From an optimization exercise on the open Yosys and OpenROAD flow, aimed at small area, a short achievable clock period and few clock cycles per item; shortcuts taken in it are not production practice.
The RTL was checked by simulation tests, not by an equivalence proof against the original design.
No activity file was given, so power comes from the tool's default toggle rates.

Setup of build 44:
## page_frame_replacement_top
module page_frame_replacement_top #(
  parameter int NUM_FRAMES  = pfr_pkg::NUM_FRAMES_DEF,
  parameter int STAMP_WIDTH = pfr_pkg::STAMP_WIDTH_DEF
) (
  input  logic          clk,
  input  logic          rst,
  input  logic          start,
  output logic          busy,
  input  pfr_pkg::cmd_t cmd,
  output logic          done,
  output pfr_pkg::rsp_t rsp,
  input  logic          cfg_valid,
  output logic          cfg_ready,
  input  logic          cfg_data
);
  localparam int NF = 16;
  localparam logic [1:0] M_PASS0 = 2'd0;   
  localparam logic [1:0] M_PASS1 = 2'd1;   
  localparam logic [1:0] M_PASS2 = 2'd2;   
  localparam logic [1:0] M_PASS3 = 2'd3;   
  logic [NF-1:0] occ_bits;
  logic [NF-1:0] use_bits;
  logic [NF-1:0] dirty_bits;
  logic [3:0]    hand;
  logic          policy;
  logic [3:0]    lst [NF];      
  logic          pv;            
  logic [3:0]    pf;
  logic [NF-1:0] pf_at;         
  logic [NF-1:0] pf_after;      
  logic [3:0]    lru_idx;
  logic          stamp_any;
  logic [3:0]    stamp_idx;
  logic [1:0]    mode;          
  logic          pend;          
  logic          acc;
  ...
For scale: roughly 1,000 cells after synthesis, roughly 23 I/O pins, roughly 8000 sq um of cells after synthesis.
export LEC_CHECK = 0
export CAP_MARGIN = 20
export CORE_MARGIN = 2
export CORE_UTILIZATION = 40
export CTS_BUF_LIST = sky130_fd_sc_hd__clkbuf_4 sky130_fd_sc_hd__clkbuf_8
export SETUP_SLACK_MARGIN = 2.1
export SLEW_MARGIN = 20
export TNS_END_PERCENT = 10
create_clock -name core_clock -period 5.0 [get_ports {clk}]
run.sh (not shown) runs the stock make flow with config.mk's settings and CLKGATE_MAP_FILE= SYNTH_SCRIPT=/design/flow/synth_recipe.tcl, a recipe that flattens the netlist after the stock synthesis.
No stage failed in build 44, and the final checks on the layout all came back clean.
Testbench counts of build 44, summed over its fixed seeds: cycles 6,620, requests 6,400.
Edits applied to the flow inputs when going from build 44 to build 65:
Settings: a change of TNS_END_PERCENT from 10 to 3; a change of SETUP_SLACK_MARGIN from 2.1 to 2.0.
Notes after the runs:
- Worst hold slack: build 44 vs build 65, no meaningful difference
- Min non-clock buffer share of cell area across build 65 and build 44: build 65
- From build 44 to build 65 the numbers moved as follows: design area shrank by about 2.5%; clock network fraction of design power held steady; area after synthesis was more or less identical; net count of the finished layout now smaller.
- In terms of overall track demand over capacity in global routing, build 44 and build 65 differ only marginally.
- Fraction of power consumed by sequential logic: build 65 higher than build 44
- Looking only at period utilization, and setting everything else aside, the higher value of build 65 and build 44 goes to build 65.
- Cmp build 65 vs build 44: overall via count from detail_route lower in build 65
For build 3, these inputs were changed with respect to build 65:
Settings: changing TNS_END_PERCENT from 3 to 10; setting GPL_ROUTABILITY_DRIVEN to 0 for the first time.
Findings:
The final layout from build 65, which completed every stage, passed the timing, DRC and antenna checks at the end of the flow.
Build 3 went all the way through synthesis, placement and routing and the layout is clean on timing, DRC and antenna.
~same core utilization in build 3 and build 65
Diff build 3..build 65 | final standard cell count with taps included and fillers excluded | negligible
On share of the clock period used by the worst path, build 3 and build 65 are basically level.
Relative to build 3, the following input files were edited for build 70:
Settings: GPL_ROUTABILITY_DRIVEN: 0 -> unset; CORE_UTILIZATION: 40 -> 50.
### Flow results
Build 70 reached the end of the flow, and the finished layout is clean on the timing, DRC and antenna checks.
Largest voltage drop on the vdd net was higher in build 70 than in build 3.
Diff build 3..build 70 | average instance area after synthesis | unchanged
Build 3 → build 70: via count increased about 1.1%; clock buffer count increased 2.
Changes in build 8 relative to build 70:
Settings: a change of CORE_UTILIZATION from 50 to 40.
Notes after the runs:
Min sequential share of layout area across build 8 and build 70: build 8
Build 8: share of power burned in the clock network lower than build 70
Diff build 70 -> build 8: peak supply drop lost 5.4%; power density over cell area lost 3.8 nW/um^2.

========
The RTL this note starts from:
==> flow/design.v <==
package pfr_pkg;
  localparam int NUM_FRAMES_DEF  = 16;
  localparam int STAMP_WIDTH_DEF = 32;
  localparam logic [1:0] OP_ALLOC   = 2'd0;
  localparam logic [1:0] OP_TOUCH   = 2'd1;
  localparam logic [1:0] OP_RELEASE = 2'd2;
  localparam logic [2:0] ST_FREE    = 3'd0;
  localparam logic [2:0] ST_EVICT   = 3'd1;
  localparam logic [2:0] ST_TOUCH   = 3'd2;
  localparam logic [2:0] ST_RELEASE = 3'd3;
  localparam logic [2:0] ST_REJECT  = 3'd4;
  typedef struct packed {
    logic [1:0] opcode;
    logic [3:0] frame_index;
    logic       is_write;
  } cmd_t;
  typedef struct packed {
    logic [3:0] result_frame;
    logic [2:0] status;
    logic       victim_dirty;
  } rsp_t;
endpackage
module page_frame_replacement_top #(
  parameter int NUM_FRAMES  = pfr_pkg::NUM_FRAMES_DEF,
  parameter int STAMP_WIDTH = pfr_pkg::STAMP_WIDTH_DEF
) (
  input  logic          clk,
  input  logic          rst,
  input  logic          start,
  output logic          busy,
  input  pfr_pkg::cmd_t cmd,
  output logic          done,
  output pfr_pkg::rsp_t rsp,
  input  logic          cfg_valid,
  output logic          cfg_ready,
  input  logic          cfg_data
);
  localparam int NF = 16;
  localparam logic [1:0] M_PASS0 = 2'd0;   
  localparam logic [1:0] M_PASS1 = 2'd1;   
  localparam logic [1:0] M_PASS2 = 2'd2;   
  localparam logic [1:0] M_PASS3 = 2'd3;   
  logic [NF-1:0] occ_bits;
  logic [NF-1:0] use_bits;
  logic [NF-1:0] dirty_bits;
  logic [3:0]    hand;
  logic          policy;
  logic [NF-1:0][NF-1:0] age;   
  logic [1:0]    mode;          
  logic          pend;          
  logic          acc;
  logic          req_alloc, is_touch, is_rel;
  logic          clk_ev, any_a, defer, do_alloc;
  logic [NF-1:0] idx_oh;
  logic          idx_occ;
  logic          all_occ;
  logic [NF-1:0] free_oh;
  logic [NF-1:0] lru_oh;
  logic [NF-1:0] clk_oh;
  logic [NF-1:0] vic_oh;
  logic [3:0]    vic_idx;
  logic [3:0]    hand_next;
  logic [NF-1:0] hmask;       
  logic [NF-1:0] cand, cand_hi;
  logic [31:0]   dbl, dbl_seen;   
  logic [NF-1:0] clr_use;
  logic [NF-1:0] grant, tch, rel, stamp;
  assign pend      = (mode != M_PASS0);
  assign busy      = pend;
  assign cfg_ready = 1'b1;
  always_comb begin
    acc       = start && !pend;
    req_alloc = acc && (cmd.opcode == pfr_pkg::OP_ALLOC);
    is_touch  = acc && (cmd.opcode == pfr_pkg::OP_TOUCH);
    is_rel    = acc && (cmd.opcode == pfr_pkg::OP_RELEASE);
    idx_oh    = NF'(1) << cmd.frame_index;
    idx_occ   = occ_bits[cmd.frame_index];
    all_occ = &occ_bits;
    clk_ev  = all_occ && !policy;
    any_a   = |(~use_bits & ~dirty_bits);
    defer   = req_alloc && clk_ev && !any_a;
    do_alloc = (req_alloc && !defer) || pend;
    for (int i = 0; i < NF; i++) begin
      free_oh[i] = !occ_bits[i];
      for (int k = 0; k < i; k++) begin
        if (!occ_bits[k]) free_oh[i] = 1'b0;
      end
    end
    for (int i = 0; i < NF; i++) begin
      lru_oh[i] = 1'b1;
      for (int j = 0; j < NF; j++) begin
        if (j < i) lru_oh[i] = lru_oh[i] & !age[j][i];
        if (j > i) lru_oh[i] = lru_oh[i] & age[i][j];
      end
    end
    for (int i = 0; i < NF; i++) hmask[i] = (4'(i) >= hand);
    unique case (mode)
      M_PASS0: cand = ~use_bits & ~dirty_bits;
      M_PASS1: cand = ~use_bits;
      M_PASS2: cand = ~dirty_bits;
      default: cand = '1;
    endcase
    cand_hi = cand & hmask;
    dbl     = {cand, cand_hi};
    for (int i = 0; i < 32; i++) begin
      dbl_seen[i] = 1'b0;
      for (int k = 0; k <= i; k++) begin
        if (dbl[k]) dbl_seen[i] = 1'b1;
      end
    end
    clk_oh = (cand_hi & ~{dbl_seen[14:0], 1'b0}) | (cand & ~dbl_seen[30:15]);
    hand_next = '0;
    for (int i = 0; i < NF; i++) begin
      if (clk_oh[i]) hand_next = hand_next | 4'(i + 1);
    end
    if (!all_occ)    vic_oh = free_oh;
    else if (policy) vic_oh = lru_oh;
    else             vic_oh = clk_oh;
    vic_idx = '0;
    for (int i = 0; i < NF; i++) begin
      if (vic_oh[i]) vic_idx = vic_idx | 4'(i);
    end
    unique case (mode)
      M_PASS0: clr_use = '0;
      M_PASS1: clr_use = (hmask & ~dbl_seen[15:0]) | ~dbl_seen[31:16];
      default: clr_use = '1;
    endcase
    grant = do_alloc ? vic_oh : '0;
    tch   = is_touch ? (idx_oh & occ_bits) : '0;
    rel   = is_rel ? (idx_oh & occ_bits) : '0;
    stamp = grant | tch;
  end
  always_ff @(posedge clk) begin
    if (rst) begin
      occ_bits <= '0;
      hand     <= '0;
      policy   <= 1'b0;
      done     <= 1'b0;
      mode     <= M_PASS0;
    end else begin
      done <= (acc && !defer) || pend;
      if (defer) begin
        if (|(~use_bits))        mode <= M_PASS1;
        else if (|(~dirty_bits)) mode <= M_PASS2;
        else                     mode <= M_PASS3;
      end else begin
        mode <= M_PASS0;
      end
      if (cfg_valid) policy <= cfg_data;
      occ_bits <= grant | (occ_bits & ~rel);
      if (do_alloc && clk_ev) hand <= hand_next;
    end
  end
  always_ff @(posedge clk) begin
    use_bits   <= grant | tch | (use_bits & ~clr_use);
    dirty_bits <= (cmd.is_write ? tch : '0) | (dirty_bits & ~grant);
  end
  always_ff @(posedge clk) begin
    rsp.result_frame <= do_alloc ? vic_idx : cmd.frame_index;
    rsp.victim_dirty <= do_alloc && all_occ && |(vic_oh & dirty_bits);
    if (do_alloc)                 rsp.status <= all_occ ? pfr_pkg::ST_EVICT : pfr_pkg::ST_FREE;
    else if (is_touch && idx_occ) rsp.status <= pfr_pkg::ST_TOUCH;
    else if (is_rel && idx_occ)   rsp.status <= pfr_pkg::ST_RELEASE;
    else                          rsp.status <= pfr_pkg::ST_REJECT;
  end
  always_ff @(posedge clk) begin
    for (int i = 0; i < NF; i++) begin
      for (int j = i + 1; j < NF; j++) begin
        if (stamp[i])      age[i][j] <= 1'b0;
        else if (stamp[j]) age[i][j] <= 1'b1;
      end
    end
  end
endmodule
export LEC_CHECK = 0
export CAP_MARGIN = 20
export CORE_MARGIN = 2
export CORE_UTILIZATION = 60
export SETUP_SLACK_MARGIN = 2.0
export SLEW_MARGIN = 20
create_clock -name core_clock -period 5.0 [get_ports {clk}]
Testbench counts at the start, summed over its fixed seeds: cycles 6,620, requests 6,400.
Change:
CORE_UTILIZATION = 40   (was 60)
Outcome:
- design area grows by 1.2%
- register-to-register slack barely changes
- final cell count grows by 7.8%
- non-clock buffer count grows by 7
Change:
SETUP_SLACK_MARGIN = 1.5   (was 2.0)
After rerunning: Worst setup slack is worse by 0.42 ns; global-route usage falls by 0.66 points; synthesized cell count stays the same; design area went down by about 7%; total power stays flat.

========
Starts from the design.v that is shown in full above.
export LEC_CHECK = 0
export CAP_MARGIN = 20
export CORE_MARGIN = 2
export CORE_UTILIZATION = 40
export SETUP_SLACK_MARGIN = 2.5
export SLEW_MARGIN = 20
create_clock -name core_clock -period 5.0 [get_ports {clk}]
Testbench counts at the start, summed over its fixed seeds: cycles 6,620, requests 6,400.
Then changed:
Settings changed: SETUP_SLACK_MARGIN 2.5 to not set.
After rerunning: The changed run produced a clean layout. Die area does not change. Hold slack gets better by 0.016 ns. Fmax came out lower by 18%.

========
== the reference run ==
page_frame_replacement_top, a different RTL version from the one above (not shown whole).
Size: about 1100 cells after synthesis, ~23 I/O pins, about 9200 sq um of cells after synthesis.
Settings: LEC_CHECK=0, CAP_MARGIN=20, CORE_MARGIN=2, CORE_UTILIZATION=40, SLEW_MARGIN=20; clock period 5.0 ns.
Looking at the reports, the reference run completed the entire flow and the layout it produced met the timing, DRC and antenna checks.
Testbench counts of the reference run, summed over its fixed seeds: cycles 6,424, requests 6,400.
#### Input delta (the trial run over the reference run)
Settings: SETUP_SLACK_MARGIN: unset -> 1.
Findings:
The lower global-route usage came out of the reference run. Taking the reference run as the reference, in the trial run HPWL after detailed placement barely changed, share of the clock period used by the worst path dropped 13 points.

==> port drivers added, routing unchanged <==
How much do the figures lean on ideal ports? The routed layouts below were timed once more, with nothing changed but the port constraints. Step 1 (the two cells are an assumption about what drives the block):
set clk [get_ports {clk}]
set_driving_cell -lib_cell sky130_fd_sc_hd__clkbuf_16 $clk
set_driving_cell -lib_cell sky130_fd_sc_hd__buf_2 [delete_from_list [all_inputs] $clk]
Step 2 also shifts input and output timing later by t, the mid clock arrival at the registers, as if the neighbouring blocks saw the same clock. Slacks: ideal ports / drivers / drivers and shift; pairs: ideal ports / drivers.
| run | t (ns) | slack for setup (ns) | worst setup path after step 2 | worst data-port slew with drivers (ns) |
|---|---|---|---|---|
| build 44 | 0.506 | 2.052 / 2.052 / 1.577 | input to register | 0.03 |
| build 65 | 0.504 | 2.013 / 2.013 / 1.585 | input to register | 0.03 |
| build 3 | 0.475 | 2.015 / 2.015 / 1.600 | input to register | 0.03 |
| build 70 | 0.497 | 1.949 / 1.949 / 1.545 | input to register | 0.03 |
| build 8 | 0.506 | 2.032 / 2.032 / 1.576 | input to register | 0.03 |
| the first run of note 2 | 0.492 | 1.979 / 1.979 / 1.660 | input to register | 0.03 |
| the second run of note 2 | 0.488 | 1.992 / 1.992 / 1.633 | input to register | 0.04 |
| the third run of note 2 | 0.490 | 1.576 / 1.576 / 1.363 | input to register | 0.04 |
| the first run of note 3 | 0.487 | 1.711 / 1.711 / 1.711 | register to register | 0.06 |
| the second run of note 3 | 0.491 | 0.965 / 0.965 / 0.846 | input to register | 0.04 |
| the reference run | 0.482 | 0.421 / 0.421 / 0.006 | input to register | 0.07 |
| the trial run | 0.480 | 1.073 / 1.061 / 0.581 | input to register | 0.07 |
After both steps every run listed still meets setup and hold. The setup slack of the trial run, which loses most, moves by -0.012 ns with the drivers and by -0.492 ns with both steps.
